From an optimization exercise on the open Yosys and OpenROAD flow, aimed at small area and few clock cycles; shortcuts taken in it are not production practice. Function was checked by simulation only, so behaviour that the tests miss may differ from the original.

==> flow/design.v (outline; a module is shown in full before it is edited, if it fits) <==
// module pw_fa: 4 lines
// module pw_ha: 4 lines
// module pw_mac: 367 lines
// module pw_mul: 1067 lines
// module pw_requant: 40 lines
// module pw_conv_top: 219 lines
module pw_conv_top (
    input  logic               ap_clk,
    input  logic               areset,
    input  logic               ap_start,
    input  logic [31:0]        num_weights,
    input  logic [31:0]        num_bias,
    input  logic [31:0]        num_pixels,
    input  logic [15:0]        cfg_quant_m,
    input  logic [4:0]         cfg_quant_n,
    input  logic               cfg_use_relu,
    input  logic [127:0]       param_data,
    input  logic               param_valid,
    input  logic [63:0]        pixel_data,
    input  logic               pixel_valid,
    output logic               ap_idle,
    output logic               ap_done,
    output logic               param_ready,
    output logic               pixel_ready,
    output logic [63:0]        out_data,
    output logic               out_valid,
    output logic               out_last
);
  // ...
==> flow/flow/run.sh <==
#!/bin/bash
# The standard layout, with the input and output port buffers made of
# buf_2 cells instead of the delay cells buffer_ports picks by default.
# All tool output goes to standard.log; ORFS's own step logs stay under orfs/logs.
set -euo pipefail
export BUFFER_PORTS_ARGS="-buffer_cell sky130_fd_sc_hd__buf_2"
bash standard.sh > standard.log 2>&1
==> flow/standard.sh <==
#!/bin/bash
# synth_recipe.tcl (not shown) runs the flow's synth.tcl, then flattens the netlist and writes it again
# the make line also repeats each setting of config.mk as NAME=value (left out here)
make -C /OpenROAD-flow-scripts/flow DESIGN_CONFIG=/design/flow/config.mk WORK_HOME=/design/flow/orfs CLKGATE_MAP_FILE= SYNTH_SCRIPT=/design/flow/synth_recipe.tcl "${@:-finish}"
==> flow/config.mk <==
export PLATFORM = sky130hd
export DESIGN_NAME = pw_conv_top
export DESIGN_NICKNAME = pw_conv_top
export VERILOG_FILES = /design/flow/design.v
export SDC_FILE = /design/flow/constraint.sdc
export NUM_CORES = 4
export LEC_CHECK = 0
export ABC_AREA = 1
export CAP_MARGIN = 20
export CORE_MARGIN = 2
export CORE_UTILIZATION = 55
export CTS_CLUSTER_DIAMETER = 70
export CTS_CLUSTER_SIZE = 35
export GPL_TIMING_DRIVEN = 0
export PLACE_DENSITY = 0.65
export SLEW_MARGIN = 20
export SYNTH_HIERARCHICAL = 1
export SYNTH_MINIMUM_KEEP_SIZE = 0
==> flow/constraint.sdc <==
create_clock -name core_clock -period 12.0 [get_ports {ap_clk}]
set_input_delay 2.4000 -clock core_clock [delete_from_list [all_inputs] [get_ports {ap_clk}]]
set_output_delay 2.4000 -clock core_clock [all_outputs]
set_load 0.01 [all_outputs]
==> qor.csv, run 1 <==
stage,metric,value,unit
final_layout,Layout area overhead,9.25,%
final_layout,nets,19600,
final_layout,n_diodes,12,
detailed_routing,routed wl met3,48000,um
synthesis,Yosys cell types,66,
synthesis,top post-synthesis cells by area,"dfxtp_1 (42%), fa_1 (13%), nand2_1 (8.7%), ha_1 (6.2%), inv_1 (4.4%)",
placement,post-DP HPWL,377000,um
placement,pre-CTS setup slack,-1.39,ns
synthesis,Synth Area in Compound Gates,0.106,
outcome,status,"complete, no violations",
hold_path,Hold Crit Depth,0,
synthesis,"count leader, synth",nand2_1,
critical_path,"delay-heaviest family, CP",adder cells,
final_layout,count of non-CTS inverters in the layout,1965,
placement,dpl cell area,166000,um^2
detailed_routing,Met2 Wirelength,208000,um
detailed_routing,via/cell ratio,5.62,
final_layout,Top Registers,"bring (2048), wring (1024), out_r (64)",
synthesis,combinational family with the most area after synthesis,adder cells,
sta,final-report max-slew violation count,0,
hold_path,Hold/Removal Path Class,register to register,
critical_path,r2r endpoint,out_r[3],
sta,final setup TNS,0,ns
placement,Placed Cells,21100,
Testbench counts, summed over its fixed seeds: cycles 15,005.
==> module pw_requant, before the edit <==
module pw_requant (
    input  logic [16:0]        acc,
    input  logic [7:0]         s1,
    input  logic [7:0]         s2,
    input  logic [7:0]         s3,
    input  logic [4:0]         n,
    input  logic               relu,
    input  logic [31:7]        keep_mask,    
    output logic [7:0]         q
);
    logic [32:0] prod;
    logic [22:0] r4;
    logic [14:0] r3;
    logic [10:0] r2;
    logic [8:0]  r1;
    logic [7:0]  sh8;
    logic        sgn;
    logic        ovf_pos, ovf_neg;
    pw_mul u_mul (
        .acc  (acc),
        .s1   (s1),
        .s2   (s2),
        .s3   (s3),
        .prod (prod)
    );
    assign sgn = prod[32];
    always_comb begin
        for (int i = 0; i < 23; i++) r4[i] = n[4] ? ((i + 16 <= 32) ? prod[i+16] : sgn) : prod[i];
        for (int i = 0; i < 15; i++) r3[i] = n[3] ? r4[i+8] : r4[i];
        for (int i = 0; i < 11; i++) r2[i] = n[2] ? r3[i+4] : r3[i];
        for (int i = 0; i < 9; i++)  r1[i] = n[1] ? r2[i+2] : r2[i];
        for (int i = 0; i < 8; i++)  sh8[i] = n[0] ? r1[i+1] : r1[i];
    end
    assign ovf_pos = |(prod[31:7] & keep_mask);
    assign ovf_neg = |(~prod[31:7] & keep_mask);
    always_comb begin
        if (sgn) q = relu ? 8'h00 : (ovf_neg ? 8'h80 : sh8);
        else     q = ovf_pos ? 8'h7f : sh8;
    end
endmodule
==> module pw_conv_top, before the edit <==
module pw_conv_top (
    input  logic               ap_clk,
    input  logic               areset,
    input  logic               ap_start,
    input  logic [31:0]        num_weights,
    input  logic [31:0]        num_bias,
    input  logic [31:0]        num_pixels,
    input  logic [15:0]        cfg_quant_m,
    input  logic [4:0]         cfg_quant_n,
    input  logic               cfg_use_relu,
    input  logic [127:0]       param_data,
    input  logic               param_valid,
    input  logic [63:0]        pixel_data,
    input  logic               pixel_valid,
    output logic               ap_idle,
    output logic               ap_done,
    output logic               param_ready,
    output logic               pixel_ready,
    output logic [63:0]        out_data,
    output logic               out_valid,
    output logic               out_last
);
    localparam int PARAM_W     = 128;
    localparam int PIXEL_W     = 64;
    localparam int LANES       = 8;
    localparam int PARAM_BYTES = PARAM_W / 8;
    localparam int PIXEL_BYTES = PIXEL_W / 8;
    localparam int SIZE_W      = 32;
    localparam int LANE_W      = 8;
    localparam int BIAS_LANE_W = 16;
    localparam int WT_W        = LANES * LANE_W;
    localparam int MEM_DEPTH     = 16;
    localparam int MEM_AW        = 4;
    localparam int PARAM_IDX_LSB = 4;
    localparam int PIXEL_IDX_LSB = 3;
    localparam int RESET_CYCLES = 8;
    localparam int RST_CNT_W    = 3;
    localparam int QM_W    = 16;
    localparam int QN_W    = 5;
    localparam int ACC_W   = 17;
    localparam int SCALE_W = ACC_W + QM_W + 1;
    localparam int Q_MAX   = 127;
    localparam int Q_MIN   = -128;
    localparam logic [2:0] ST_IDLE         = 3'd0;
    localparam logic [2:0] ST_RESET        = 3'd1;
    localparam logic [2:0] ST_LOAD_WEIGHTS = 3'd2;
    localparam logic [2:0] ST_LOAD_BIAS    = 3'd3;
    localparam logic [2:0] ST_START        = 3'd4;
    localparam logic [2:0] ST_PROCESS      = 3'd5;
    localparam logic [2:0] ST_DONE         = 3'd6;
    logic        running;
    logic [3:0]  cur;
    logic [4:0]  wcnt, bcnt;
    logic [13:0] pcnt;
    logic        wfin, bfin, pfin, pfin_d;
    logic        start, active, full_load;
    logic [3:0]  nxt;
    logic [4:0]  wb, bb, wbase, bbase;
    logic [13:0] xb, pbase;
    logic        wph, bph, pph;
    logic        wwe, bwe, pfire;
    logic        w_ok, b_ok;
    logic        w_al, b_al, p_al;
    logic        w_t8, b_t8, p_t8;
    logic        psel;
    logic [4:0]  wcnt_n, bcnt_n;
    logic [13:0] pcnt_n;
    assign wb = num_weights[8:4] + {4'd0, |num_weights[3:0]};
    assign bb = num_bias[8:4]    + {4'd0, |num_bias[3:0]};
    assign xb = num_pixels[16:3] + {13'd0, |num_pixels[2:0]};
    assign ap_done = running & wfin & bfin & pfin_d;
    assign ap_idle = ~running | ap_done;
    assign start   = ap_start & ap_idle;
    assign active  = start | (running & ~ap_done);
    assign full_load = (wb == 5'd16) && (bb == 5'd16);
    assign nxt       = (start && full_load) ? 4'd0 : cur + 4'd1;
    assign wbase = ap_done ? 5'd0  : wcnt;
    assign bbase = ap_done ? 5'd0  : bcnt;
    assign pbase = ap_done ? 14'd0 : pcnt;
    assign wph = active && (wbase < wb);
    assign bph = active && (wbase == wb) && (bbase < bb);
    assign pph = active && (pbase < xb);
    assign w_al = (nxt[2:0] == wbase[2:0]);
    assign b_al = (nxt[2:0] == bbase[2:0]);
    assign p_al = (nxt[2:0] == pbase[2:0]);
    assign w_t8 = nxt[3] ^ wbase[3];
    assign b_t8 = nxt[3] ^ bbase[3];
    assign p_t8 = nxt[3] ^ pbase[3];
    assign param_ready = (wph && w_al) || (bph && b_al);
    assign wwe = param_valid && wph && w_al;
    assign bwe = param_valid && bph && b_al;
    assign w_ok = (pbase >= {9'd0, wb}) || (pbase < {9'd0, wbase}) ||
                  ((pbase == {9'd0, wbase}) && wwe);
    assign b_ok = (pbase >= {9'd0, bb}) || (pbase < {9'd0, bbase}) ||
                  ((pbase == {9'd0, bbase}) && bwe);
    assign pixel_ready = pph && p_al && w_ok && b_ok;
    assign pfire = pixel_valid && pixel_ready;
    assign wcnt_n = wbase + {4'd0, wwe};
    assign bcnt_n = bbase + {4'd0, bwe};
    assign pcnt_n = pbase + {13'd0, pfire};
    always_ff @(posedge ap_clk) begin
        if (areset) begin
            running <= 1'b0;
            cur     <= 4'd0;
            wcnt    <= '0;
            bcnt    <= '0;
            pcnt    <= '0;
            wfin    <= 1'b0;
            bfin    <= 1'b0;
            pfin    <= 1'b0;
            pfin_d  <= 1'b0;
        end else begin
            running <= active;
            cur     <= nxt;
            wcnt    <= active ? wcnt_n : 5'd0;
            bcnt    <= active ? bcnt_n : 5'd0;
            pcnt    <= active ? pcnt_n : 14'd0;
            wfin    <= active && (wcnt_n == wb);
            bfin    <= active && (bcnt_n == bb);
            pfin    <= active && (pcnt_n == xb);
            pfin_d  <= pfin && !ap_done;
        end
    end
    logic [63:0]  wring [16];
    logic [127:0] bring [16];
    logic [63:0]  w_in0, w_in8;
    logic [127:0] b_in0, b_in8;
    assign w_in0 = (wwe && !w_t8) ? param_data[63:0] : wring[15];
    assign w_in8 = (wwe &&  w_t8) ? param_data[63:0] : wring[7];
    assign b_in0 = (bwe && !b_t8) ? param_data       : bring[15];
    assign b_in8 = (bwe &&  b_t8) ? param_data       : bring[7];
    always_ff @(posedge ap_clk) begin
        wring[0] <= w_in0;
        bring[0] <= b_in0;
        wring[8] <= w_in8;
        bring[8] <= b_in8;
        for (int i = 1; i < 16; i++) begin
            if (i != 8) begin
                wring[i] <= wring[i-1];
                bring[i] <= bring[i-1];
            end
        end
    end
    logic [3:0]         pd_one [LANES];
    logic [3:0]         pd_two [LANES];
    logic [3:0]         pd_neg [LANES];
    logic [16:0]        acc_n [LANES];
    logic [7:0]         q_n   [LANES];
    logic               v1, l1, v2, l2;
    logic [63:0]        out_r;
    logic [31:7]        keep_mask;
    logic [7:0]         m_s1, m_s2, m_s3;
    logic [8:0]         px_ext [LANES];
    always_comb begin
        for (int i = 0; i < LANES; i++) begin
            px_ext[i] = {pixel_data[i*8 +: 8], 1'b0};
        end
    end
    for (genvar g = 0; g < LANES; g++) begin : g_mac
        pw_mac u_mac (
            .one (pd_one[g]),
            .two (pd_two[g]),
            .neg (pd_neg[g]),
            .w   (psel ? wring[8][g*8 +: 8]   : wring[0][g*8 +: 8]),
            .b   (psel ? bring[8][g*16 +: 16] : bring[0][g*16 +: 16]),
            .acc (acc_n[g])
        );
    end
    always_ff @(posedge ap_clk) begin
        if (areset) begin
            v1 <= 1'b0;
            v2 <= 1'b0;
        end else begin
            v1 <= pfire;
            v2 <= v1;
        end
        l1    <= pcnt_n == xb;
        l2    <= l1;
        for (int i = 0; i < LANES; i++) begin
            for (int k = 0; k < 4; k++) begin
                pd_one[i][k] <= px_ext[i][2*k+1] ^ px_ext[i][2*k];
                pd_two[i][k] <= (px_ext[i][2*k+2] & ~px_ext[i][2*k+1] & ~px_ext[i][2*k]) |
                                (~px_ext[i][2*k+2] & px_ext[i][2*k+1] & px_ext[i][2*k]);
                pd_neg[i][k] <= px_ext[i][2*k+2] & ~(px_ext[i][2*k+1] & px_ext[i][2*k]);
            end
        end
        psel  <= p_t8;
        for (int i = 0; i < LANES; i++) begin
            out_r[i*8 +: 8] <= q_n[i];
        end
    end
    always_comb begin
        for (int k = 0; k < 8; k++) begin
            m_s1[k] = (cfg_quant_m[2*k+1 -: 2] == 2'd1);
            m_s2[k] = (cfg_quant_m[2*k+1 -: 2] == 2'd2);
            m_s3[k] = (cfg_quant_m[2*k+1 -: 2] == 2'd3);
        end
    end
    always_comb begin
        for (int b = 7; b < 32; b++) begin
            keep_mask[b] = (6'(b) >= {1'b0, cfg_quant_n} + 6'd7);
        end
    end
    for (genvar g = 0; g < LANES; g++) begin : g_lane
        pw_requant u_rq (
            .acc       (acc_n[g]),
            .s1        (m_s1),
            .s2        (m_s2),
            .s3        (m_s3),
            .n         (cfg_quant_n),
            .relu      (cfg_use_relu),
            .keep_mask (keep_mask),
            .q         (q_n[g])
        );
    end
    assign out_data  = out_r;
    assign out_valid = v2;
    assign out_last  = l2;
endmodule
==> inputs of run 2 (changes only) <==
--- a/flow/design.v
+++ b/flow/design.v
@@ -405,287 +405,29 @@
 module pw_mul (
     input  logic [16:0] acc,
-    input  logic [7:0]  s1,
-    input  logic [7:0]  s2,
-    input  logic [7:0]  s3,
+    input  logic [8:0]  one,
+    input  logic [8:0]  two,
+    input  logic [7:0]  neg,
     output logic [32:0] prod
 );
-    logic [18:0] a1, a2, a3;
-    assign a1 = {{2{acc[16]}}, acc};
-    assign a2 = {acc[16], acc, 1'b0};
-    logic zg0;
-    logic zg1;
-    logic zg2;
-    logic zg3;
-    logic zg4;
-    logic zg5;
-    logic zg6;
-    logic zg7;
-    logic zg8;
-    logic zg9;
-    logic zg10;
-    logic zg11;
-    logic zg12;
-    logic zg13;
-    logic zg14;
-    logic zg15;
-    logic zg16;
-    logic zg17;
-    logic zg18;
-    logic zp0;
-    logic zp1;
-    logic zp2;
-    logic zp3;
-    logic zp4;
-    logic zp5;
-    logic zp6;
-    logic zp7;
-    logic zp8;
-    logic zp9;
-    logic zp10;
-    logic zp11;
-    logic zp12;
-    logic zp13;
-    logic zp14;
-    logic zp15;
-    logic zp16;
-    logic zp17;
-    logic zp18;
-    logic zc1;
-    logic zG1;
-    logic zP1;
-    logic zG2;
-    logic zP2;
-    logic zG3;
-    logic zP3;
-    logic zG4;
-    logic zP4;
-    logic zG5;
-    logic zP5;
-    logic zG6;
-    logic zP6;
-    logic zG7;
-    logic zP7;
-    logic zG8;
-    logic zP8;
-    logic zG9;
-    logic zP9;
-    logic zG10;
-    logic zP10;
-    logic zG11;
-    logic zP11;
-    logic zG12;
-    logic zP12;
-    logic zG13;
-    logic zP13;
-    logic zG14;
-    logic zP14;
-    logic zG15;
-    logic zP15;
-    logic zG16;
-    logic zP16;
-    logic zG17;
-    logic zP17;
-    logic zG18;
-    logic zP18;
-    logic zG19;
-    logic zP19;
-    logic zG20;
-    logic zP20;
-    logic zG21;
-    logic zP21;
-    logic zG22;
-    logic zP22;
-    logic zG23;
-    logic zP23;
-    logic zG24;
-    logic zP24;
-    logic zG25;
-    logic zP25;
-    logic zG26;
-    logic zP26;
-    logic zG27;
-    logic zP27;
-    logic zk2;
-    logic zk3;
-    logic zk4;
-    logic zk5;
-    logic zk6;
-    logic zk7;
-    logic zk8;
-    logic zk9;
-    logic zk10;
-    logic zk11;
-    logic zk12;
-    logic zk13;
-    logic zk14;
-    logic zk15;
-    logic zk16;
-    logic zk17;
-    logic zk18;
-    logic zs0;
-    logic zs1;
-    logic zs2;
-    logic zs3;
-    logic zs4;
-    logic zs5;
-    logic zs6;
-    logic zs7;
-    logic zs8;
-    logic zs9;
-    logic zs10;
-    logic zs11;
-    logic zs12;
-    logic zs13;
-    logic zs14;
-    logic zs15;
-    logic zs16;
-    logic zs17;
-    logic zs18;
-    assign zg0 = a1[0] & a2[0];
-    assign zp0 = a1[0] ^ a2[0];
-    assign zg1 = a1[1] & a2[1];
-    assign zp1 = a1[1] ^ a2[1];
-    assign zg2 = a1[2] & a2[2];
-    assign zp2 = a1[2] ^ a2[2];
-    assign zg3 = a1[3] & a2[3];
-    assign zp3 = a1[3] ^ a2[3];
-    assign zg4 = a1[4] & a2[4];
-    assign zp4 = a1[4] ^ a2[4];
-    assign zg5 = a1[5] & a2[5];
-    assign zp5 = a1[5] ^ a2[5];
-    assign zg6 = a1[6] & a2[6];
-    assign zp6 = a1[6] ^ a2[6];
-    assign zg7 = a1[7] & a2[7];
-    assign zp7 = a1[7] ^ a2[7];
-    assign zg8 = a1[8] & a2[8];
-    assign zp8 = a1[8] ^ a2[8];
-    assign zg9 = a1[9] & a2[9];
-    assign zp9 = a1[9] ^ a2[9];
-    assign zg10 = a1[10] & a2[10];
-    assign zp10 = a1[10] ^ a2[10];
-    assign zg11 = a1[11] & a2[11];
-    assign zp11 = a1[11] ^ a2[11];
-    assign zg12 = a1[12] & a2[12];
-    assign zp12 = a1[12] ^ a2[12];
-    assign zg13 = a1[13] & a2[13];
-    assign zp13 = a1[13] ^ a2[13];
-    assign zg14 = a1[14] & a2[14];
-    assign zp14 = a1[14] ^ a2[14];
-    assign zg15 = a1[15] & a2[15];
-    assign zp15 = a1[15] ^ a2[15];
-    assign zg16 = a1[16] & a2[16];
-    assign zp16 = a1[16] ^ a2[16];
-    assign zg17 = a1[17] & a2[17];
-    assign zp17 = a1[17] ^ a2[17];
-    assign zg18 = a1[18] & a2[18];
-    assign zp18 = a1[18] ^ a2[18];
-    assign zc1 = zg1 | (zp1 & zg0);
-    assign zG1 = zg3 | (zp3 & zg2);
-    assign zP1 = zp3 & zp2;
-    assign zG2 = zg5 | (zp5 & zg4);
-    assign zP2 = zp5 & zp4;
-    assign zG3 = zg7 | (zp7 & zg6);
-    assign zP3 = zp7 & zp6;
-    assign zG4 = zg9 | (zp9 & zg8);
-    assign zP4 = zp9 & zp8;
-    assign zG5 = zg11 | (zp11 & zg10);
-    assign zP5 = zp11 & zp10;
-    assign zG6 = zg13 | (zp13 & zg12);
-    assign zP6 = zp13 & zp12;
-    assign zG7 = zg15 | (zp15 & zg14);
-    assign zP7 = zp15 & zp14;
-    assign zG8 = zg17 | (zp17 & zg16);
-    assign zP8 = zp17 & zp16;
-    assign zG9 = zG2 | (zP2 & zG1);
-    assign zP9 = zP2 & zP1;
-    assign zG10 = zG4 | (zP4 & zG3);
-    assign zP10 = zP4 & zP3;
-    assign zG11 = zG6 | (zP6 & zG5);
-    assign zP11 = zP6 & zP5;
-    assign zG12 = zG8 | (zP8 & zG7);
-    assign zP12 = zP8 & zP7;
-    assign zG13 = zG10 | (zP10 & zG9);
-    assign zP13 = zP10 & zP9;
-    assign zG14 = zG12 | (zP12 & zG11);
-    assign zP14 = zP12 & zP11;
-    assign zG15 = zG14 | (zP14 & zG13);
-    assign zP15 = zP14 & zP13;
-    assign zG16 = zG11 | (zP11 & zG13);
-    assign zP16 = zP11 & zP13;
-    assign zG17 = zG3 | (zP3 & zG9);
-    assign zP17 = zP3 & zP9;
-    assign zG18 = zG5 | (zP5 & zG13);
-    assign zP18 = zP5 & zP13;
-    assign zG19 = zG7 | (zP7 & zG16);
-    assign zP19 = zP7 & zP16;
-    assign zG20 = zg4 | (zp4 & zG1);
-    assign zP20 = zp4 & zP1;
-    assign zG21 = zg6 | (zp6 & zG9);
-    assign zP21 = zp6 & zP9;
-    assign zG22 = zg8 | (zp8 & zG17);
-    assign zP22 = zp8 & zP17;
-    assign zG23 = zg10 | (zp10 & zG13);
-    assign zP23 = zp10 & zP13;
-    assign zG24 = zg12 | (zp12 & zG18);
-    assign zP24 = zp12 & zP18;
-    assign zG25 = zg14 | (zp14 & zG16);
-    assign zP25 = zp14 & zP16;
-    assign zG26 = zg16 | (zp16 & zG19);
-    assign zP26 = zp16 & zP19;
-    assign zG27 = zg18 | (zp18 & zG15);
-    assign zP27 = zp18 & zP15;
-    assign zk2 = zg2 | (zp2 & zc1);
-    assign zk3 = zG1 | (zP1 & zc1);
-    assign zk4 = zG20 | (zP20 & zc1);
-    assign zk5 = zG9 | (zP9 & zc1);
-    assign zk6 = zG21 | (zP21 & zc1);
-    assign zk7 = zG17 | (zP17 & zc1);
-    assign zk8 = zG22 | (zP22 & zc1);
-    assign zk9 = zG13 | (zP13 & zc1);
-    assign zk10 = zG23 | (zP23 & zc1);
-    assign zk11 = zG18 | (zP18 & zc1);
-    assign zk12 = zG24 | (zP24 & zc1);
-    assign zk13 = zG16 | (zP16 & zc1);
-    assign zk14 = zG25 | (zP25 & zc1);
-    assign zk15 = zG19 | (zP19 & zc1);
-    assign zk16 = zG26 | (zP26 & zc1);
-    assign zk17 = zG15 | (zP15 & zc1);
-    assign zk18 = zG27 | (zP27 & zc1);
-    assign zs0 = zp0;
-    assign zs1 = zp1 ^ zg0;
-    assign zs2 = zp2 ^ zc1;
-    assign zs3 = zp3 ^ zk2;
-    assign zs4 = zp4 ^ zk3;
-    assign zs5 = zp5 ^ zk4;
-    assign zs6 = zp6 ^ zk5;
-    assign zs7 = zp7 ^ zk6;
-    assign zs8 = zp8 ^ zk7;
-    assign zs9 = zp9 ^ zk8;
-    assign zs10 = zp10 ^ zk9;
-    assign zs11 = zp11 ^ zk10;
-    assign zs12 = zp12 ^ zk11;
-    assign zs13 = zp13 ^ zk12;
-    assign zs14 = zp14 ^ zk13;
-    assign zs15 = zp15 ^ zk14;
-    assign zs16 = zp16 ^ zk15;
-    assign zs17 = zp17 ^ zk16;
-    assign zs18 = zp18 ^ zk17;
-    assign a3 = {zs18, zs17, zs16, zs15, zs14, zs13, zs12, zs11, zs10, zs9, zs8, zs7, zs6, zs5, zs4, zs3, zs2, zs1, zs0};
-    logic [18:0] pp0;
-    assign pp0 = {19{s1[0]}} & a1 | {19{s2[0]}} & a2 | {19{s3[0]}} & a3;
-    logic [18:0] pp1;
-    assign pp1 = {19{s1[1]}} & a1 | {19{s2[1]}} & a2 | {19{s3[1]}} & a3;
-    logic [18:0] pp2;
-    assign pp2 = {19{s1[2]}} & a1 | {19{s2[2]}} & a2 | {19{s3[2]}} & a3;
-    logic [18:0] pp3;
-    assign pp3 = {19{s1[3]}} & a1 | {19{s2[3]}} & a2 | {19{s3[3]}} & a3;
-    logic [18:0] pp4;
-    assign pp4 = {19{s1[4]}} & a1 | {19{s2[4]}} & a2 | {19{s3[4]}} & a3;
-    logic [18:0] pp5;
-    assign pp5 = {19{s1[5]}} & a1 | {19{s2[5]}} & a2 | {19{s3[5]}} & a3;
-    logic [18:0] pp6;
-    assign pp6 = {19{s1[6]}} & a1 | {19{s2[6]}} & a2 | {19{s3[6]}} & a3;
-    logic [18:0] pp7;
-    assign pp7 = {19{s1[7]}} & a1 | {19{s2[7]}} & a2 | {19{s3[7]}} & a3;
+    logic [17:0] ae;
+    assign ae = {acc[16], acc};
+    logic [17:0] sel0;
+    assign sel0 = ({18{one[0]}} & ae | {18{two[0]}} & {ae[16:0], 1'b0}) ^ {18{neg[0]}};
+    logic [17:0] sel1;
+    assign sel1 = ({18{one[1]}} & ae | {18{two[1]}} & {ae[16:0], 1'b0}) ^ {18{neg[1]}};
+    logic [17:0] sel2;
+    assign sel2 = ({18{one[2]}} & ae | {18{two[2]}} & {ae[16:0], 1'b0}) ^ {18{neg[2]}};
+    logic [17:0] sel3;
+    assign sel3 = ({18{one[3]}} & ae | {18{two[3]}} & {ae[16:0], 1'b0}) ^ {18{neg[3]}};
+    logic [17:0] sel4;
+    assign sel4 = ({18{one[4]}} & ae | {18{two[4]}} & {ae[16:0], 1'b0}) ^ {18{neg[4]}};
+    logic [17:0] sel5;
+    assign sel5 = ({18{one[5]}} & ae | {18{two[5]}} & {ae[16:0], 1'b0}) ^ {18{neg[5]}};
+    logic [17:0] sel6;
+    assign sel6 = ({18{one[6]}} & ae | {18{two[6]}} & {ae[16:0], 1'b0}) ^ {18{neg[6]}};
+    logic [17:0] sel7;
+    assign sel7 = ({18{one[7]}} & ae | {18{two[7]}} & {ae[16:0], 1'b0}) ^ {18{neg[7]}};
+    logic [17:0] sel8;
+    assign sel8 = {18{one[8]}} & ae;
     logic u1;
     logic u2;
@@ -908,4 +650,66 @@
     logic u219;
     logic u220;
+    logic u221;
+    logic u222;
+    logic u223;
+    logic u224;
+    logic u225;
+    logic u226;
+    logic u227;
+    logic u228;
+    logic u229;
+    logic u230;
+    logic u231;
+    logic u232;
+    logic u233;
+    logic u234;
+    logic u235;
+    logic u236;
+    logic u237;
+    logic u238;
+    logic u239;
+    logic u240;
+    logic u241;
+    logic u242;
+    logic u243;
+    logic u244;
+    logic u245;
+    logic u246;
+    logic u247;
+    logic u248;
+    logic u249;
+    logic u250;
+    logic u251;
+    logic u252;
+    logic u253;
+    logic u254;
+    logic u255;
+    logic u256;
+    logic u257;
+    logic u258;
+    logic u259;
+    logic u260;
+    logic u261;
+    logic u262;
+    logic u263;
+    logic u264;
+    logic u265;
+    logic u266;
+    logic u267;
+    logic u268;
+    logic u269;
+    logic u270;
+    logic u271;
+    logic u272;
+    logic u273;
+    logic u274;
+    logic u275;
+    logic u276;
+    logic u277;
+    logic u278;
+    logic u279;
+    logic u280;
+    logic u281;
+    logic u282;
     logic yg0;
     logic yg1;
@@ -1129,188 +933,219 @@
     logic ys31;
     logic ys32;
-    pw_ha uha0 (.a(pp0[12]), .b(pp1[10]), .s(u1), .co(u2));
-    pw_fa ufa0 (.a(pp0[13]), .b(pp1[11]), .c(pp2[9]), .s(u3), .co(u4));
-    pw_fa ufa1 (.a(pp0[14]), .b(pp1[12]), .c(pp2[10]), .s(u5), .co(u6));
-    pw_ha uha1 (.a(pp3[8]), .b(pp4[6]), .s(u7), .co(u8));
-    pw_fa ufa2 (.a(pp0[15]), .b(pp1[13]), .c(pp2[11]), .s(u9), .co(u10));
-    pw_fa ufa3 (.a(pp3[9]), .b(pp4[7]), .c(pp5[5]), .s(u11), .co(u12));
-    pw_fa ufa4 (.a(pp0[16]), .b(pp1[14]), .c(pp2[12]), .s(u13), .co(u14));
-    pw_fa ufa5 (.a(pp3[10]), .b(pp4[8]), .c(pp5[6]), .s(u15), .co(u16));
-    pw_fa ufa6 (.a(pp0[17]), .b(pp1[15]), .c(pp2[13]), .s(u17), .co(u18));
-    pw_fa ufa7 (.a(pp3[11]), .b(pp4[9]), .c(pp5[7]), .s(u19), .co(u20));
-    pw_fa ufa8 (.a(~pp0[18]), .b(pp1[16]), .c(pp2[14]), .s(u21), .co(u22));
-    pw_fa ufa9 (.a(pp3[12]), .b(pp4[10]), .c(pp5[8]), .s(u23), .co(u24));
-    pw_ha uha2 (.a(pp6[6]), .b(pp7[4]), .s(u25), .co(u26));
-    pw_fa ufa10 (.a(pp1[17]), .b(pp2[15]), .c(pp3[13]), .s(u27), .co(u28));
-    pw_fa ufa11 (.a(pp4[11]), .b(pp5[9]), .c(pp6[7]), .s(u29), .co(u30));
-    assign u31 = pp7[5] ^ 1'b1;
-    assign u32 = pp7[5] & 1'b1;
-    pw_fa ufa12 (.a(~pp1[18]), .b(pp2[16]), .c(pp3[14]), .s(u33), .co(u34));
-    pw_fa ufa13 (.a(pp4[12]), .b(pp5[10]), .c(pp6[8]), .s(u35), .co(u36));
-    pw_fa ufa14 (.a(pp2[17]), .b(pp3[15]), .c(pp4[13]), .s(u37), .co(u38));
-    pw_ha uha4 (.a(pp5[11]), .b(pp6[9]), .s(u39), .co(u40));
-    pw_fa ufa15 (.a(~pp2[18]), .b(pp3[16]), .c(pp4[14]), .s(u41), .co(u42));
-    pw_ha uha5 (.a(pp3[17]), .b(pp4[15]), .s(u43), .co(u44));
-    pw_ha uha6 (.a(pp0[8]), .b(pp1[6]), .s(u45), .co(u46));
-    pw_fa ufa16 (.a(pp0[9]), .b(pp1[7]), .c(pp2[5]), .s(u47), .co(u48));
-    pw_fa ufa17 (.a(pp0[10]), .b(pp1[8]), .c(pp2[6]), .s(u49), .co(u50));
-    pw_ha uha7 (.a(pp3[4]), .b(pp4[2]), .s(u51), .co(u52));
-    pw_fa ufa18 (.a(pp0[11]), .b(pp1[9]), .c(pp2[7]), .s(u53), .co(u54));
-    pw_fa ufa19 (.a(pp3[5]), .b(pp4[3]), .c(pp5[1]), .s(u55), .co(u56));
-    pw_fa ufa20 (.a(u1), .b(pp2[8]), .c(pp3[6]), .s(u57), .co(u58));
-    pw_fa ufa21 (.a(pp4[4]), .b(pp5[2]), .c(pp6[0]), .s(u59), .co(u60));
-    pw_fa ufa22 (.a(u3), .b(pp3[7]), .c(pp4[5]), .s(u61), .co(u62));
-    pw_fa ufa23 (.a(pp5[3]), .b(pp6[1]), .c(u2), .s(u63), .co(u64));
-    pw_fa ufa24 (.a(u5), .b(u7), .c(pp5[4]), .s(u65), .co(u66));
-    pw_fa ufa25 (.a(pp6[2]), .b(pp7[0]), .c(u4), .s(u67), .co(u68));
-    pw_fa ufa26 (.a(u9), .b(u11), .c(pp6[3]), .s(u69), .co(u70));
-    pw_fa ufa27 (.a(pp7[1]), .b(u6), .c(u8), .s(u71), .co(u72));
-    pw_fa ufa28 (.a(u13), .b(u15), .c(pp6[4]), .s(u73), .co(u74));
-    pw_fa ufa29 (.a(pp7[2]), .b(u10), .c(u12), .s(u75), .co(u76));
-    pw_fa ufa30 (.a(u17), .b(u19), .c(pp6[5]), .s(u77), .co(u78));
-    pw_fa ufa31 (.a(pp7[3]), .b(u14), .c(u16), .s(u79), .co(u80));
-    pw_fa ufa32 (.a(u21), .b(u23), .c(u25), .s(u81), .co(u82));
-    assign u83 = 1'b1 ^ u18 ^ u20;
-    assign u84 = (1'b1 & u18) | (1'b1 & u20) | (u18 & u20);
-    pw_fa ufa34 (.a(u27), .b(u29), .c(u31), .s(u85), .co(u86));
-    pw_fa ufa35 (.a(u22), .b(u24), .c(u26), .s(u87), .co(u88));
-    pw_fa ufa36 (.a(u33), .b(u35), .c(pp7[6]), .s(u89), .co(u90));
-    pw_fa ufa37 (.a(u28), .b(u30), .c(u32), .s(u91), .co(u92));
-    pw_fa ufa38 (.a(u37), .b(u39), .c(pp7[7]), .s(u93), .co(u94));
-    assign u95 = 1'b1 ^ u34 ^ u36;
-    assign u96 = (1'b1 & u34) | (1'b1 & u36) | (u34 & u36);
-    pw_fa ufa40 (.a(u41), .b(pp5[12]), .c(pp6[10]), .s(u97), .co(u98));
-    pw_fa ufa41 (.a(pp7[8]), .b(u38), .c(u40), .s(u99), .co(u100));
-    pw_fa ufa42 (.a(u43), .b(pp5[13]), .c(pp6[11]), .s(u101), .co(u102));
-    assign u103 = pp7[9] ^ 1'b1 ^ u42;
-    assign u104 = (pp7[9] & 1'b1) | (pp7[9] & u42) | (1'b1 & u42);
-    pw_fa ufa44 (.a(~pp3[18]), .b(pp4[16]), .c(pp5[14]), .s(u105), .co(u106));
-    pw_fa ufa45 (.a(pp6[12]), .b(pp7[10]), .c(u44), .s(u107), .co(u108));
-    pw_fa ufa46 (.a(pp4[17]), .b(pp5[15]), .c(pp6[13]), .s(u109), .co(u110));
-    assign u111 = pp7[11] ^ 1'b1;
-    assign u112 = pp7[11] & 1'b1;
-    pw_fa ufa47 (.a(~pp4[18]), .b(pp5[16]), .c(pp6[14]), .s(u113), .co(u114));
-    pw_ha uha9 (.a(pp5[17]), .b(pp6[15]), .s(u115), .co(u116));
-    pw_ha uha10 (.a(pp0[6]), .b(pp1[4]), .s(u117), .co(u118));
-    pw_fa ufa48 (.a(pp0[7]), .b(pp1[5]), .c(pp2[3]), .s(u119), .co(u120));
-    pw_fa ufa49 (.a(u45), .b(pp2[4]), .c(pp3[2]), .s(u121), .co(u122));
-    pw_fa ufa50 (.a(u47), .b(pp3[3]), .c(pp4[1]), .s(u123), .co(u124));
-    pw_fa ufa51 (.a(u49), .b(u51), .c(pp5[0]), .s(u125), .co(u126));
-    pw_fa ufa52 (.a(u53), .b(u55), .c(u50), .s(u127), .co(u128));
-    pw_fa ufa53 (.a(u57), .b(u59), .c(u54), .s(u129), .co(u130));
-    pw_fa ufa54 (.a(u61), .b(u63), .c(u58), .s(u131), .co(u132));
-    pw_fa ufa55 (.a(u65), .b(u67), .c(u62), .s(u133), .co(u134));
-    pw_fa ufa56 (.a(u69), .b(u71), .c(u66), .s(u135), .co(u136));
-    pw_fa ufa57 (.a(u73), .b(u75), .c(u70), .s(u137), .co(u138));
-    pw_fa ufa58 (.a(u77), .b(u79), .c(u74), .s(u139), .co(u140));
-    pw_fa ufa59 (.a(u81), .b(u83), .c(u78), .s(u141), .co(u142));
-    pw_fa ufa60 (.a(u85), .b(u87), .c(u82), .s(u143), .co(u144));
-    pw_fa ufa61 (.a(u89), .b(u91), .c(u86), .s(u145), .co(u146));
-    pw_fa ufa62 (.a(u93), .b(u95), .c(u90), .s(u147), .co(u148));
-    pw_fa ufa63 (.a(u97), .b(u99), .c(u94), .s(u149), .co(u150));
-    pw_fa ufa64 (.a(u101), .b(u103), .c(u98), .s(u151), .co(u152));
-    pw_fa ufa65 (.a(u105), .b(u107), .c(u102), .s(u153), .co(u154));
-    pw_fa ufa66 (.a(u109), .b(u111), .c(u106), .s(u155), .co(u156));
-    pw_fa ufa67 (.a(u113), .b(pp7[12]), .c(u110), .s(u157), .co(u158));
-    assign u159 = u115 ^ pp7[13] ^ 1'b1;
-    assign u160 = (u115 & pp7[13]) | (u115 & 1'b1) | (pp7[13] & 1'b1);
-    pw_fa ufa69 (.a(~pp5[18]), .b(pp6[16]), .c(pp7[14]), .s(u161), .co(u162));
-    pw_ha uha11 (.a(pp6[17]), .b(pp7[15]), .s(u163), .co(u164));
-    pw_ha uha12 (.a(pp0[4]), .b(pp1[2]), .s(u165), .co(u166));
-    pw_fa ufa70 (.a(pp0[5]), .b(pp1[3]), .c(pp2[1]), .s(u167), .co(u168));
-    pw_fa ufa71 (.a(u117), .b(pp2[2]), .c(pp3[0]), .s(u169), .co(u170));
-    pw_fa ufa72 (.a(u119), .b(pp3[1]), .c(u118), .s(u171), .co(u172));
-    pw_fa ufa73 (.a(u121), .b(pp4[0]), .c(u120), .s(u173), .co(u174));
-    pw_fa ufa74 (.a(u123), .b(u46), .c(u122), .s(u175), .co(u176));
-    pw_fa ufa75 (.a(u125), .b(u48), .c(u124), .s(u177), .co(u178));
-    pw_fa ufa76 (.a(u127), .b(u52), .c(u126), .s(u179), .co(u180));
-    pw_fa ufa77 (.a(u129), .b(u56), .c(u128), .s(u181), .co(u182));
-    pw_fa ufa78 (.a(u131), .b(u60), .c(u130), .s(u183), .co(u184));
-    pw_fa ufa79 (.a(u133), .b(u64), .c(u132), .s(u185), .co(u186));
-    pw_fa ufa80 (.a(u135), .b(u68), .c(u134), .s(u187), .co(u188));
-    pw_fa ufa81 (.a(u137), .b(u72), .c(u136), .s(u189), .co(u190));
-    pw_fa ufa82 (.a(u139), .b(u76), .c(u138), .s(u191), .co(u192));
-    pw_fa ufa83 (.a(u141), .b(u80), .c(u140), .s(u193), .co(u194));
-    pw_fa ufa84 (.a(u143), .b(u84), .c(u142), .s(u195), .co(u196));
-    pw_fa ufa85 (.a(u145), .b(u88), .c(u144), .s(u197), .co(u198));
-    pw_fa ufa86 (.a(u147), .b(u92), .c(u146), .s(u199), .co(u200));
-    pw_fa ufa87 (.a(u149), .b(u96), .c(u148), .s(u201), .co(u202));
-    pw_fa ufa88 (.a(u151), .b(u100), .c(u150), .s(u203), .co(u204));
-    pw_fa ufa89 (.a(u153), .b(u104), .c(u152), .s(u205), .co(u206));
-    pw_fa ufa90 (.a(u155), .b(u108), .c(u154), .s(u207), .co(u208));
-    pw_fa ufa91 (.a(u157), .b(u112), .c(u156), .s(u209), .co(u210));
-    pw_fa ufa92 (.a(u159), .b(u114), .c(u158), .s(u211), .co(u212));
-    pw_fa ufa93 (.a(u161), .b(u116), .c(u160), .s(u213), .co(u214));
-    assign u215 = u163 ^ 1'b1 ^ u162;
-    assign u216 = (u163 & 1'b1) | (u163 & u162) | (1'b1 & u162);
-    pw_fa ufa95 (.a(~pp6[18]), .b(pp7[16]), .c(u164), .s(u217), .co(u218));
-    assign u219 = pp7[17] ^ 1'b1;
-    assign u220 = pp7[17] & 1'b1;
-    assign yg0 = pp0[0] & 1'b0;
-    assign yp0 = pp0[0] ^ 1'b0;
-    assign yg1 = pp0[1] & 1'b0;
-    assign yp1 = pp0[1] ^ 1'b0;
-    assign yg2 = pp0[2] & pp1[0];
-    assign yp2 = pp0[2] ^ pp1[0];
-    assign yg3 = pp0[3] & pp1[1];
-    assign yp3 = pp0[3] ^ pp1[1];
-    assign yg4 = u165 & pp2[0];
-    assign yp4 = u165 ^ pp2[0];
-    assign yg5 = u167 & u166;
-    assign yp5 = u167 ^ u166;
-    assign yg6 = u169 & u168;
-    assign yp6 = u169 ^ u168;
-    assign yg7 = u171 & u170;
-    assign yp7 = u171 ^ u170;
-    assign yg8 = u173 & u172;
-    assign yp8 = u173 ^ u172;
-    assign yg9 = u175 & u174;
-    assign yp9 = u175 ^ u174;
-    assign yg10 = u177 & u176;
-    assign yp10 = u177 ^ u176;
-    assign yg11 = u179 & u178;
-    assign yp11 = u179 ^ u178;
-    assign yg12 = u181 & u180;
-    assign yp12 = u181 ^ u180;
-    assign yg13 = u183 & u182;
-    assign yp13 = u183 ^ u182;
-    assign yg14 = u185 & u184;
-    assign yp14 = u185 ^ u184;
-    assign yg15 = u187 & u186;
-    assign yp15 = u187 ^ u186;
-    assign yg16 = u189 & u188;
-    assign yp16 = u189 ^ u188;
-    assign yg17 = u191 & u190;
-    assign yp17 = u191 ^ u190;
-    assign yg18 = u193 & u192;
-    assign yp18 = u193 ^ u192;
-    assign yg19 = u195 & u194;
-    assign yp19 = u195 ^ u194;
-    assign yg20 = u197 & u196;
-    assign yp20 = u197 ^ u196;
-    assign yg21 = u199 & u198;
-    assign yp21 = u199 ^ u198;
-    assign yg22 = u201 & u200;
-    assign yp22 = u201 ^ u200;
-    assign yg23 = u203 & u202;
-    assign yp23 = u203 ^ u202;
-    assign yg24 = u205 & u204;
-    assign yp24 = u205 ^ u204;
-    assign yg25 = u207 & u206;
-    assign yp25 = u207 ^ u206;
-    assign yg26 = u209 & u208;
-    assign yp26 = u209 ^ u208;
-    assign yg27 = u211 & u210;
-    assign yp27 = u211 ^ u210;
-    assign yg28 = u213 & u212;
-    assign yp28 = u213 ^ u212;
-    assign yg29 = u215 & u214;
-    assign yp29 = u215 ^ u214;
-    assign yg30 = u217 & u216;
-    assign yp30 = u217 ^ u216;
-    assign yg31 = u219 & u218;
-    assign yp31 = u219 ^ u218;
-    assign yg32 = ~pp7[18] & u220;
-    assign yp32 = ~pp7[18] ^ u220;
+    pw_ha uha0 (.a(~sel0[17]), .b(sel1[16]), .s(u1), .co(u2));
+    pw_ha uha1 (.a(sel1[17]), .b(sel2[15]), .s(u3), .co(u4));
+    pw_ha uha2 (.a(sel0[10]), .b(sel1[8]), .s(u5), .co(u6));
+    pw_ha uha3 (.a(sel0[11]), .b(sel1[9]), .s(u7), .co(u8));
+    pw_fa ufa0 (.a(sel0[12]), .b(sel1[10]), .c(sel2[8]), .s(u9), .co(u10));
+    pw_ha uha4 (.a(sel3[6]), .b(sel4[4]), .s(u11), .co(u12));
+    pw_fa ufa1 (.a(sel0[13]), .b(sel1[11]), .c(sel2[9]), .s(u13), .co(u14));
+    pw_ha uha5 (.a(sel3[7]), .b(sel4[5]), .s(u15), .co(u16));
+    pw_fa ufa2 (.a(sel0[14]), .b(sel1[12]), .c(sel2[10]), .s(u17), .co(u18));
+    pw_fa ufa3 (.a(sel3[8]), .b(sel4[6]), .c(sel5[4]), .s(u19), .co(u20));
+    pw_ha uha6 (.a(sel6[2]), .b(sel7[0]), .s(u21), .co(u22));
+    pw_fa ufa4 (.a(sel0[15]), .b(sel1[13]), .c(sel2[11]), .s(u23), .co(u24));
+    pw_fa ufa5 (.a(sel3[9]), .b(sel4[7]), .c(sel5[5]), .s(u25), .co(u26));
+    pw_ha uha7 (.a(sel6[3]), .b(sel7[1]), .s(u27), .co(u28));
+    pw_fa ufa6 (.a(sel0[16]), .b(sel1[14]), .c(sel2[12]), .s(u29), .co(u30));
+    pw_fa ufa7 (.a(sel3[10]), .b(sel4[8]), .c(sel5[6]), .s(u31), .co(u32));
+    pw_fa ufa8 (.a(sel6[4]), .b(sel7[2]), .c(sel8[0]), .s(u33), .co(u34));
+    pw_fa ufa9 (.a(sel0[17]), .b(sel1[15]), .c(sel2[13]), .s(u35), .co(u36));
+    pw_fa ufa10 (.a(sel3[11]), .b(sel4[9]), .c(sel5[7]), .s(u37), .co(u38));
+    pw_fa ufa11 (.a(sel6[5]), .b(sel7[3]), .c(sel8[1]), .s(u39), .co(u40));
+    pw_fa ufa12 (.a(u1), .b(sel2[14]), .c(sel3[12]), .s(u41), .co(u42));
+    pw_fa ufa13 (.a(sel4[10]), .b(sel5[8]), .c(sel6[6]), .s(u43), .co(u44));
+    assign u45 = sel7[4] ^ sel8[2] ^ 1'b1;
+    assign u46 = (sel7[4] & sel8[2]) | (sel7[4] & 1'b1) | (sel8[2] & 1'b1);
+    pw_fa ufa15 (.a(u3), .b(sel3[13]), .c(sel4[11]), .s(u47), .co(u48));
+    pw_fa ufa16 (.a(sel5[9]), .b(sel6[7]), .c(sel7[5]), .s(u49), .co(u50));
+    assign u51 = sel8[3] ^ 1'b1 ^ u2;
+    assign u52 = (sel8[3] & 1'b1) | (sel8[3] & u2) | (1'b1 & u2);
+    pw_fa ufa18 (.a(~sel1[17]), .b(sel2[16]), .c(sel3[14]), .s(u53), .co(u54));
+    pw_fa ufa19 (.a(sel4[12]), .b(sel5[10]), .c(sel6[8]), .s(u55), .co(u56));
+    pw_fa ufa20 (.a(sel7[6]), .b(sel8[4]), .c(u4), .s(u57), .co(u58));
+    pw_fa ufa21 (.a(sel2[17]), .b(sel3[15]), .c(sel4[13]), .s(u59), .co(u60));
+    pw_fa ufa22 (.a(sel5[11]), .b(sel6[9]), .c(sel7[7]), .s(u61), .co(u62));
+    assign u63 = sel8[5] ^ 1'b1;
+    assign u64 = sel8[5] & 1'b1;
+    pw_fa ufa23 (.a(~sel2[17]), .b(sel3[16]), .c(sel4[14]), .s(u65), .co(u66));
+    pw_fa ufa24 (.a(sel5[12]), .b(sel6[10]), .c(sel7[8]), .s(u67), .co(u68));
+    pw_fa ufa25 (.a(sel3[17]), .b(sel4[15]), .c(sel5[13]), .s(u69), .co(u70));
+    pw_ha uha9 (.a(sel6[11]), .b(sel7[9]), .s(u71), .co(u72));
+    pw_fa ufa26 (.a(~sel3[17]), .b(sel4[16]), .c(sel5[14]), .s(u73), .co(u74));
+    pw_ha uha10 (.a(sel4[17]), .b(sel5[15]), .s(u75), .co(u76));
+    pw_ha uha11 (.a(sel0[6]), .b(sel1[4]), .s(u77), .co(u78));
+    pw_ha uha12 (.a(sel0[7]), .b(sel1[5]), .s(u79), .co(u80));
+    pw_fa ufa27 (.a(sel0[8]), .b(sel1[6]), .c(sel2[4]), .s(u81), .co(u82));
+    pw_ha uha13 (.a(sel3[2]), .b(sel4[0]), .s(u83), .co(u84));
+    pw_fa ufa28 (.a(sel0[9]), .b(sel1[7]), .c(sel2[5]), .s(u85), .co(u86));
+    pw_ha uha14 (.a(sel3[3]), .b(sel4[1]), .s(u87), .co(u88));
+    pw_fa ufa29 (.a(u5), .b(sel2[6]), .c(sel3[4]), .s(u89), .co(u90));
+    pw_fa ufa30 (.a(sel4[2]), .b(sel5[0]), .c(neg[5]), .s(u91), .co(u92));
+    pw_fa ufa31 (.a(u7), .b(sel2[7]), .c(sel3[5]), .s(u93), .co(u94));
+    pw_fa ufa32 (.a(sel4[3]), .b(sel5[1]), .c(u6), .s(u95), .co(u96));
+    pw_fa ufa33 (.a(u9), .b(u11), .c(sel5[2]), .s(u97), .co(u98));
+    pw_fa ufa34 (.a(sel6[0]), .b(neg[6]), .c(u8), .s(u99), .co(u100));
+    pw_fa ufa35 (.a(u13), .b(u15), .c(sel5[3]), .s(u101), .co(u102));
+    pw_fa ufa36 (.a(sel6[1]), .b(u10), .c(u12), .s(u103), .co(u104));
+    pw_fa ufa37 (.a(u17), .b(u19), .c(u21), .s(u105), .co(u106));
+    pw_fa ufa38 (.a(neg[7]), .b(u14), .c(u16), .s(u107), .co(u108));
+    pw_fa ufa39 (.a(u23), .b(u25), .c(u27), .s(u109), .co(u110));
+    pw_fa ufa40 (.a(u18), .b(u20), .c(u22), .s(u111), .co(u112));
+    pw_fa ufa41 (.a(u29), .b(u31), .c(u33), .s(u113), .co(u114));
+    pw_fa ufa42 (.a(u24), .b(u26), .c(u28), .s(u115), .co(u116));
+    pw_fa ufa43 (.a(u35), .b(u37), .c(u39), .s(u117), .co(u118));
+    pw_fa ufa44 (.a(u30), .b(u32), .c(u34), .s(u119), .co(u120));
+    pw_fa ufa45 (.a(u41), .b(u43), .c(u45), .s(u121), .co(u122));
+    pw_fa ufa46 (.a(u36), .b(u38), .c(u40), .s(u123), .co(u124));
+    pw_fa ufa47 (.a(u47), .b(u49), .c(u51), .s(u125), .co(u126));
+    pw_fa ufa48 (.a(u42), .b(u44), .c(u46), .s(u127), .co(u128));
+    pw_fa ufa49 (.a(u53), .b(u55), .c(u57), .s(u129), .co(u130));
+    pw_fa ufa50 (.a(u48), .b(u50), .c(u52), .s(u131), .co(u132));
+    pw_fa ufa51 (.a(u59), .b(u61), .c(u63), .s(u133), .co(u134));
+    pw_fa ufa52 (.a(u54), .b(u56), .c(u58), .s(u135), .co(u136));
+    pw_fa ufa53 (.a(u65), .b(u67), .c(sel8[6]), .s(u137), .co(u138));
+    pw_fa ufa54 (.a(u60), .b(u62), .c(u64), .s(u139), .co(u140));
+    pw_fa ufa55 (.a(u69), .b(u71), .c(sel8[7]), .s(u141), .co(u142));
+    assign u143 = 1'b1 ^ u66 ^ u68;
+    assign u144 = (1'b1 & u66) | (1'b1 & u68) | (u66 & u68);
+    pw_fa ufa57 (.a(u73), .b(sel6[12]), .c(sel7[10]), .s(u145), .co(u146));
+    pw_fa ufa58 (.a(sel8[8]), .b(u70), .c(u72), .s(u147), .co(u148));
+    pw_fa ufa59 (.a(u75), .b(sel6[13]), .c(sel7[11]), .s(u149), .co(u150));
+    assign u151 = sel8[9] ^ 1'b1 ^ u74;
+    assign u152 = (sel8[9] & 1'b1) | (sel8[9] & u74) | (1'b1 & u74);
+    pw_fa ufa61 (.a(~sel4[17]), .b(sel5[16]), .c(sel6[14]), .s(u153), .co(u154));
+    pw_fa ufa62 (.a(sel7[12]), .b(sel8[10]), .c(u76), .s(u155), .co(u156));
+    pw_fa ufa63 (.a(sel5[17]), .b(sel6[15]), .c(sel7[13]), .s(u157), .co(u158));
+    assign u159 = sel8[11] ^ 1'b1;
+    assign u160 = sel8[11] & 1'b1;
+    pw_fa ufa64 (.a(~sel5[17]), .b(sel6[16]), .c(sel7[14]), .s(u161), .co(u162));
+    pw_ha uha16 (.a(sel6[17]), .b(sel7[15]), .s(u163), .co(u164));
+    pw_ha uha17 (.a(sel0[4]), .b(sel1[2]), .s(u165), .co(u166));
+    pw_ha uha18 (.a(sel0[5]), .b(sel1[3]), .s(u167), .co(u168));
+    pw_fa ufa65 (.a(u77), .b(sel2[2]), .c(sel3[0]), .s(u169), .co(u170));
+    pw_fa ufa66 (.a(u79), .b(sel2[3]), .c(sel3[1]), .s(u171), .co(u172));
+    pw_fa ufa67 (.a(u81), .b(u83), .c(neg[4]), .s(u173), .co(u174));
+    pw_fa ufa68 (.a(u85), .b(u87), .c(u82), .s(u175), .co(u176));
+    pw_fa ufa69 (.a(u89), .b(u91), .c(u86), .s(u177), .co(u178));
+    pw_fa ufa70 (.a(u93), .b(u95), .c(u90), .s(u179), .co(u180));
+    pw_fa ufa71 (.a(u97), .b(u99), .c(u94), .s(u181), .co(u182));
+    pw_fa ufa72 (.a(u101), .b(u103), .c(u98), .s(u183), .co(u184));
+    pw_fa ufa73 (.a(u105), .b(u107), .c(u102), .s(u185), .co(u186));
+    pw_fa ufa74 (.a(u109), .b(u111), .c(u106), .s(u187), .co(u188));
+    pw_fa ufa75 (.a(u113), .b(u115), .c(u110), .s(u189), .co(u190));
+    pw_fa ufa76 (.a(u117), .b(u119), .c(u114), .s(u191), .co(u192));
+    pw_fa ufa77 (.a(u121), .b(u123), .c(u118), .s(u193), .co(u194));
+    pw_fa ufa78 (.a(u125), .b(u127), .c(u122), .s(u195), .co(u196));
+    pw_fa ufa79 (.a(u129), .b(u131), .c(u126), .s(u197), .co(u198));
+    pw_fa ufa80 (.a(u133), .b(u135), .c(u130), .s(u199), .co(u200));
+    pw_fa ufa81 (.a(u137), .b(u139), .c(u134), .s(u201), .co(u202));
+    pw_fa ufa82 (.a(u141), .b(u143), .c(u138), .s(u203), .co(u204));
+    pw_fa ufa83 (.a(u145), .b(u147), .c(u142), .s(u205), .co(u206));
+    pw_fa ufa84 (.a(u149), .b(u151), .c(u146), .s(u207), .co(u208));
+    pw_fa ufa85 (.a(u153), .b(u155), .c(u150), .s(u209), .co(u210));
+    pw_fa ufa86 (.a(u157), .b(u159), .c(u154), .s(u211), .co(u212));
+    pw_fa ufa87 (.a(u161), .b(sel8[12]), .c(u158), .s(u213), .co(u214));
+    assign u215 = u163 ^ sel8[13] ^ 1'b1;
+    assign u216 = (u163 & sel8[13]) | (u163 & 1'b1) | (sel8[13] & 1'b1);
+    pw_fa ufa89 (.a(~sel6[17]), .b(sel7[16]), .c(sel8[14]), .s(u217), .co(u218));
+    pw_ha uha19 (.a(sel7[17]), .b(sel8[15]), .s(u219), .co(u220));
+    pw_ha uha20 (.a(sel0[2]), .b(sel1[0]), .s(u221), .co(u222));
+    pw_ha uha21 (.a(sel0[3]), .b(sel1[1]), .s(u223), .co(u224));
+    pw_fa ufa90 (.a(u165), .b(sel2[0]), .c(neg[2]), .s(u225), .co(u226));
+    pw_fa ufa91 (.a(u167), .b(sel2[1]), .c(u166), .s(u227), .co(u228));
+    pw_fa ufa92 (.a(u169), .b(neg[3]), .c(u168), .s(u229), .co(u230));
+    pw_fa ufa93 (.a(u171), .b(u78), .c(u170), .s(u231), .co(u232));
+    pw_fa ufa94 (.a(u173), .b(u80), .c(u172), .s(u233), .co(u234));
+    pw_fa ufa95 (.a(u175), .b(u84), .c(u174), .s(u235), .co(u236));
+    pw_fa ufa96 (.a(u177), .b(u88), .c(u176), .s(u237), .co(u238));
+    pw_fa ufa97 (.a(u179), .b(u92), .c(u178), .s(u239), .co(u240));
+    pw_fa ufa98 (.a(u181), .b(u96), .c(u180), .s(u241), .co(u242));
+    pw_fa ufa99 (.a(u183), .b(u100), .c(u182), .s(u243), .co(u244));
+    pw_fa ufa100 (.a(u185), .b(u104), .c(u184), .s(u245), .co(u246));
+    pw_fa ufa101 (.a(u187), .b(u108), .c(u186), .s(u247), .co(u248));
+    pw_fa ufa102 (.a(u189), .b(u112), .c(u188), .s(u249), .co(u250));
+    pw_fa ufa103 (.a(u191), .b(u116), .c(u190), .s(u251), .co(u252));
+    pw_fa ufa104 (.a(u193), .b(u120), .c(u192), .s(u253), .co(u254));
+    pw_fa ufa105 (.a(u195), .b(u124), .c(u194), .s(u255), .co(u256));
+    pw_fa ufa106 (.a(u197), .b(u128), .c(u196), .s(u257), .co(u258));
+    pw_fa ufa107 (.a(u199), .b(u132), .c(u198), .s(u259), .co(u260));
+    pw_fa ufa108 (.a(u201), .b(u136), .c(u200), .s(u261), .co(u262));
+    pw_fa ufa109 (.a(u203), .b(u140), .c(u202), .s(u263), .co(u264));
+    pw_fa ufa110 (.a(u205), .b(u144), .c(u204), .s(u265), .co(u266));
+    pw_fa ufa111 (.a(u207), .b(u148), .c(u206), .s(u267), .co(u268));
+    pw_fa ufa112 (.a(u209), .b(u152), .c(u208), .s(u269), .co(u270));
+    pw_fa ufa113 (.a(u211), .b(u156), .c(u210), .s(u271), .co(u272));
+    pw_fa ufa114 (.a(u213), .b(u160), .c(u212), .s(u273), .co(u274));
+    pw_fa ufa115 (.a(u215), .b(u162), .c(u214), .s(u275), .co(u276));
+    pw_fa ufa116 (.a(u217), .b(u164), .c(u216), .s(u277), .co(u278));
+    assign u279 = u219 ^ 1'b1 ^ u218;
+    assign u280 = (u219 & 1'b1) | (u219 & u218) | (1'b1 & u218);
+    pw_fa ufa118 (.a(~sel7[17]), .b(sel8[16]), .c(u220), .s(u281), .co(u282));
+    assign yg0 = sel0[0] & neg[0];
+    assign yp0 = sel0[0] ^ neg[0];
+    assign yg1 = sel0[1] & 1'b0;
+    assign yp1 = sel0[1] ^ 1'b0;
+    assign yg2 = u221 & neg[1];
+    assign yp2 = u221 ^ neg[1];
+    assign yg3 = u223 & u222;
+    assign yp3 = u223 ^ u222;
+    assign yg4 = u225 & u224;
+    assign yp4 = u225 ^ u224;
+    assign yg5 = u227 & u226;
+    assign yp5 = u227 ^ u226;
+    assign yg6 = u229 & u228;
+    assign yp6 = u229 ^ u228;
+    assign yg7 = u231 & u230;
+    assign yp7 = u231 ^ u230;
+    assign yg8 = u233 & u232;
+    assign yp8 = u233 ^ u232;
+    assign yg9 = u235 & u234;
+    assign yp9 = u235 ^ u234;
+    assign yg10 = u237 & u236;
+    assign yp10 = u237 ^ u236;
+    assign yg11 = u239 & u238;
+    assign yp11 = u239 ^ u238;
+    assign yg12 = u241 & u240;
+    assign yp12 = u241 ^ u240;
+    assign yg13 = u243 & u242;
+    assign yp13 = u243 ^ u242;
+    assign yg14 = u245 & u244;
+    assign yp14 = u245 ^ u244;
+    assign yg15 = u247 & u246;
+    assign yp15 = u247 ^ u246;
+    assign yg16 = u249 & u248;
+    assign yp16 = u249 ^ u248;
+    assign yg17 = u251 & u250;
+    assign yp17 = u251 ^ u250;
+    assign yg18 = u253 & u252;
+    assign yp18 = u253 ^ u252;
+    assign yg19 = u255 & u254;
+    assign yp19 = u255 ^ u254;
+    assign yg20 = u257 & u256;
+    assign yp20 = u257 ^ u256;
+    assign yg21 = u259 & u258;
+    assign yp21 = u259 ^ u258;
+    assign yg22 = u261 & u260;
+    assign yp22 = u261 ^ u260;
+    assign yg23 = u263 & u262;
+    assign yp23 = u263 ^ u262;
+    assign yg24 = u265 & u264;
+    assign yp24 = u265 ^ u264;
+    assign yg25 = u267 & u266;
+    assign yp25 = u267 ^ u266;
+    assign yg26 = u269 & u268;
+    assign yp26 = u269 ^ u268;
+    assign yg27 = u271 & u270;
+    assign yp27 = u271 ^ u270;
+    assign yg28 = u273 & u272;
+    assign yp28 = u273 ^ u272;
+    assign yg29 = u275 & u274;
+    assign yp29 = u275 ^ u274;
+    assign yg30 = u277 & u276;
+    assign yp30 = u277 ^ u276;
+    assign yg31 = u279 & u278;
+    assign yp31 = u279 ^ u278;
+    assign yg32 = u281 & u280;
+    assign yp32 = u281 ^ u280;
     assign yc1 = yg1 | (yp1 & yg0);
     assign yc2 = yg2 | (yp2 & yc1);
@@ -1472,7 +1307,7 @@
 module pw_requant (
     input  logic [16:0]        acc,
-    input  logic [7:0]         s1,
-    input  logic [7:0]         s2,
-    input  logic [7:0]         s3,
+    input  logic [8:0]         one,
+    input  logic [8:0]         two,
+    input  logic [7:0]         neg,
     input  logic [4:0]         n,
     input  logic               relu,
@@ -1490,7 +1325,7 @@
     pw_mul u_mul (
         .acc  (acc),
-        .s1   (s1),
-        .s2   (s2),
-        .s3   (s3),
+        .one  (one),
+        .two  (two),
+        .neg  (neg),
         .prod (prod)
     );
@@ -1662,5 +1497,7 @@
     logic [63:0]        out_r;
     logic [31:7]        keep_mask;
-    logic [7:0]         m_s1, m_s2, m_s3;
+    logic [8:0]         m_one, m_two;
+    logic [7:0]         m_neg;
+    logic [17:0]        mx;
     logic [8:0]         px_ext [LANES];
     always_comb begin
@@ -1703,8 +1540,12 @@
     end
     always_comb begin
+        mx = {1'b0, cfg_quant_m, 1'b0};
+        for (int k = 0; k < 9; k++) begin
+            m_one[k] = mx[2*k+1] ^ mx[2*k];
+            m_two[k] = (k < 8) ? ((mx[2*k+2] & ~mx[2*k+1] & ~mx[2*k]) |
+                                  (~mx[2*k+2] & mx[2*k+1] & mx[2*k])) : 1'b0;
+        end
         for (int k = 0; k < 8; k++) begin
-            m_s1[k] = (cfg_quant_m[2*k+1 -: 2] == 2'd1);
-            m_s2[k] = (cfg_quant_m[2*k+1 -: 2] == 2'd2);
-            m_s3[k] = (cfg_quant_m[2*k+1 -: 2] == 2'd3);
+            m_neg[k] = mx[2*k+2] & ~(mx[2*k+1] & mx[2*k]);
         end
     end
@@ -1717,7 +1558,7 @@
         pw_requant u_rq (
             .acc       (acc_n[g]),
-            .s1        (m_s1),
-            .s2        (m_s2),
-            .s3        (m_s3),
+            .one       (m_one),
+            .two       (m_two),
+            .neg       (m_neg),
             .n         (cfg_quant_n),
             .relu      (cfg_use_relu),
==> run 2 against run 1 <==
Compared with the run above:
- register-to-register slack got worse by 0.09 ns
- global-route usage decreased by 2.5 points
- highest routed layer unchanged
- sequential share of layout area decreased by 0.10 points
- critical endpoint is now out_r[5]
- first-iteration DRC count decreased by 16%
- synthesized area increased by 1.7%
- setup slack got worse by 0.092 ns
==> qor.csv, run 2 <==
stage,metric,value,unit,change
critical_path,CP Buf/Inv Count,10,,was 9
final_layout,nets,18900,,was 19600
detailed_routing,vias,111000,,was 120000
placement,port buffer count,322,,unchanged
floorplan,Die Y,544,um,was 539 um
floorplan,Placement Rows,198,,was 196
critical_path,"delay-heaviest family, CP",adder cells,,unchanged
critical_path,CP Max Fanout,10,,unchanged
detailed_routing,"wirelength, routed",458000,um,was 492000 um
synthesis,mapped cell area,160000,um^2,was 158000 um^2
floorplan,DIE AREA,296000,um^2,was 291000 um^2
sta,final-report max-slew violation count,0,,unchanged
global_routing,initial antenna violation count,38,,was 27
critical_path,Crit path arrival time,12.47,ns,was 12.27 ns
placement,pre-CTS setup slack,-0.731,ns,was -1.39 ns
placement,gp weighted congestion,1.02,,about the same
final_layout,Largest Register,bring,,unchanged
global_routing,vias in the first global route,109000,,was 116000
cts,H-tree depth,3,,was 4
placement,Placed Cells,20400,,was 21100
cts,Worst-Skew Late Latency,0.97,ns,was 0.91 ns
detailed_routing,drt drc,0,,unchanged
outcome,status,"complete, no violations",,unchanged
sta,Highest Clock Rate,0.0862,GHz,was 0.0869 GHz
detailed_routing,top layer used by detailed routing,met5,,unchanged
final_layout,most frequent cells in the layout,"dfxtp_1 (3270), nand2_1 (2217), inv_1 (1718)",,"was nand2_1 (3641), dfxtp_1 (3269), inv_1 (1770)"
final_layout,register area,65500,um^2,about the same
final_layout,Layout area overhead,7.74,%,was 9.25%
placement,dpl cell area,168000,um^2,was 166000 um^2
detailed_routing,Post-DRT Antenna Nets,0,,unchanged
synthesis,syn avg cell area,9.90,um^2,was 9.30 um^2
critical_path,Max stage delay on crit path,0.55,ns,was 0.56 ns
global_routing,pin count of the biggest net entering global routing,36,,unchanged
sta,RSZ-0062 raised after global routing,yes,,unchanged
floorplan,Die Wd,544,um,was 539 um
synthesis,Yosys Warn Count,22,,unchanged
final_layout,Fill cells,25500,,was 25000
floorplan,# IOs,385,,unchanged
cts,Clock Path Buffers,4,,unchanged
cts,"CTS clk-pin slew, worst paths",0.11,ns,was 0.12 ns
detailed_routing,routed wl met3,33000,um,was 48000 um
detailed_routing,Avg WL per Cell,22.2,um,was 23.1 um
final_layout,"most common cell after layout, fill and taps aside",dfxtp_1,,was nand2_1
hold_path,Hold/Removal Path Class,register to register,,unchanged
detailed_routing,DRT Pass-1 Iters,8,,was 7
cts,clock sink count,3270,,unchanged
sta,PnR worst setup slack,0.405,ns,was 0.497 ns
global_routing,gr usage total,0.309,,was 0.333
sta,Fin Clk Skew,0.138,ns,was 0.103 ns
final_layout,layout cells sized above 1,0.125,,was 0.120
final_layout,area taken by multi-input logic gates,82000,um^2,was 80300 um^2
critical_path,critical path's slowest cell,fa_1,,unchanged
detailed_routing,Met1 Wirelength,201000,um,was 205000 um
sta,# setup viols final,0,,unchanged
global_routing,global-route wire length before repair,683000,um,was 730000 um
final_layout,Finished Layout Cells,20600,,was 21400
synthesis,syn_nets,18400,,was 19100
critical_path,Startpoint Class,register,,unchanged
detailed_routing,Met2 Wirelength,200000,um,was 208000 um
sta,fin crit period,11.60,ns,was 11.50 ns
detailed_routing,via/cell ratio,5.37,,was 5.62
sta,period utilisation layout,0.966,,was 0.959
floorplan,Core ar.,290000,um^2,was 285000 um^2
final_layout,max reg flops,2048,,unchanged
placement,post-DP HPWL,362000,um,was 377000 um
cts,Num CTS Buffers,125,,was 139
final_layout,Top Registers,"bring (2048), wring (1024), out_r (64)",,unchanged
sta,Final Hold Fails,0,,unchanged
==> run 2: per-layer routing <==
| layer | up-vias | track usage |
|---|---|---|
| met2 | 4035 | 0.477 |
| met3 | 934 | 0.0509 |
| li1 | 52500 | - |
| met1 | 53400 | 0.426 |
| met5 | - | 0 |
| met4 | 18 | 0.137 |
==> run 2: final timing paths <==
check | startpoint | endpoint | slack [ns] | cells past startpoint
setup / recovery | psel | out_r[5] | 0.40 | 49
hold / removal | bring[2][51] | bring[3][51] | 0.26 | 0
setup reg to reg | psel | out_r[5] | 0.40 | 49
hold reg to reg | bring[2][51] | bring[3][51] | 0.26 | 0
==> run 2: worst reg2reg max path: cells and delay by family, from the launching register on <==
kind,cells,cell delay [ns]
AO/OA/AOI/OAI,4,0.72
XOR/XNOR,4,1.14
adder cells (fa/ha/maj),10,4.69
buffers and inverters,10,1.88
flip-flops,1,0.38
multiplexers,1,0.45
AND/OR/NAND/NOR,20,2.28
==> run 2: metrics by stage <==
stage / utilization / TNS, ns
5_1_grt: 0.594 / -0.266
4_1_cts: 0.593 / 0
6_report: 0.594 / 0
2_1_floorplan: - / 0
3_5_place_dp: 0.579 / -19.74
3_3_place_gp: 0.574 / -95.68
==> run 2: timing repair <==
action | CTS | global route
resized for setup | 29 | 106
buffers inserted | 0 | 7
endpoints found under the setup margin | 56 | 64
hold buffers | 0 | 0
gates cloned | 0 | 0
endpoints found under the hold margin | 0 | 0
pin swaps | 0 | 5
==> run 2: area by class of cell <==
class,count,area share
Buffer,1029,0.0357
Tap cell,3900,0.0283
Multi-Input combinational cell,9964,0.475
Sequential cell,3270,0.379
Clock inverter,44,0.00484
Inverter,1910,0.0421
Antenna cell,10,0.000145
Timing Repair Buffer,372,0.0155
Clock buffer,132,0.0187
Testbench counts of run 2, summed over its fixed seeds: cycles 15,005.

-- static timing again, ports no longer ideal --
In the flow no input, the clock included, has a driving cell. The finished layouts below were timed again as built, in two steps. Step 1: set_driving_cell puts a clkbuf_16 on ap_clk and a buf_2 on each other input, an assumption about the parent block. Step 2, shift: input delay + t, output delay - t, t = (earliest + latest rising clock arrival at the registers) / 2. This alone moves slack from input paths to output paths. a / b / c = ideal ports / drivers / drivers and shift; a / b = the first two.
run | t (ns) | setup WS [ns] | hold WS [ns] | worst register clock-pin slew, ns | worst data-port slew with drivers (ns)
run 1 | 0.960 | 0.497 / 0.497 / 0.497 | 0.296 / 0.296 / 0.296 | 0.12 / 0.12 | 0.34
run 2 | 1.001 | 0.405 / 0.405 / 0.405 | 0.264 / 0.264 / 0.264 | 0.12 / 0.12 | 0.13
After both steps setup and hold are still met in every run listed.
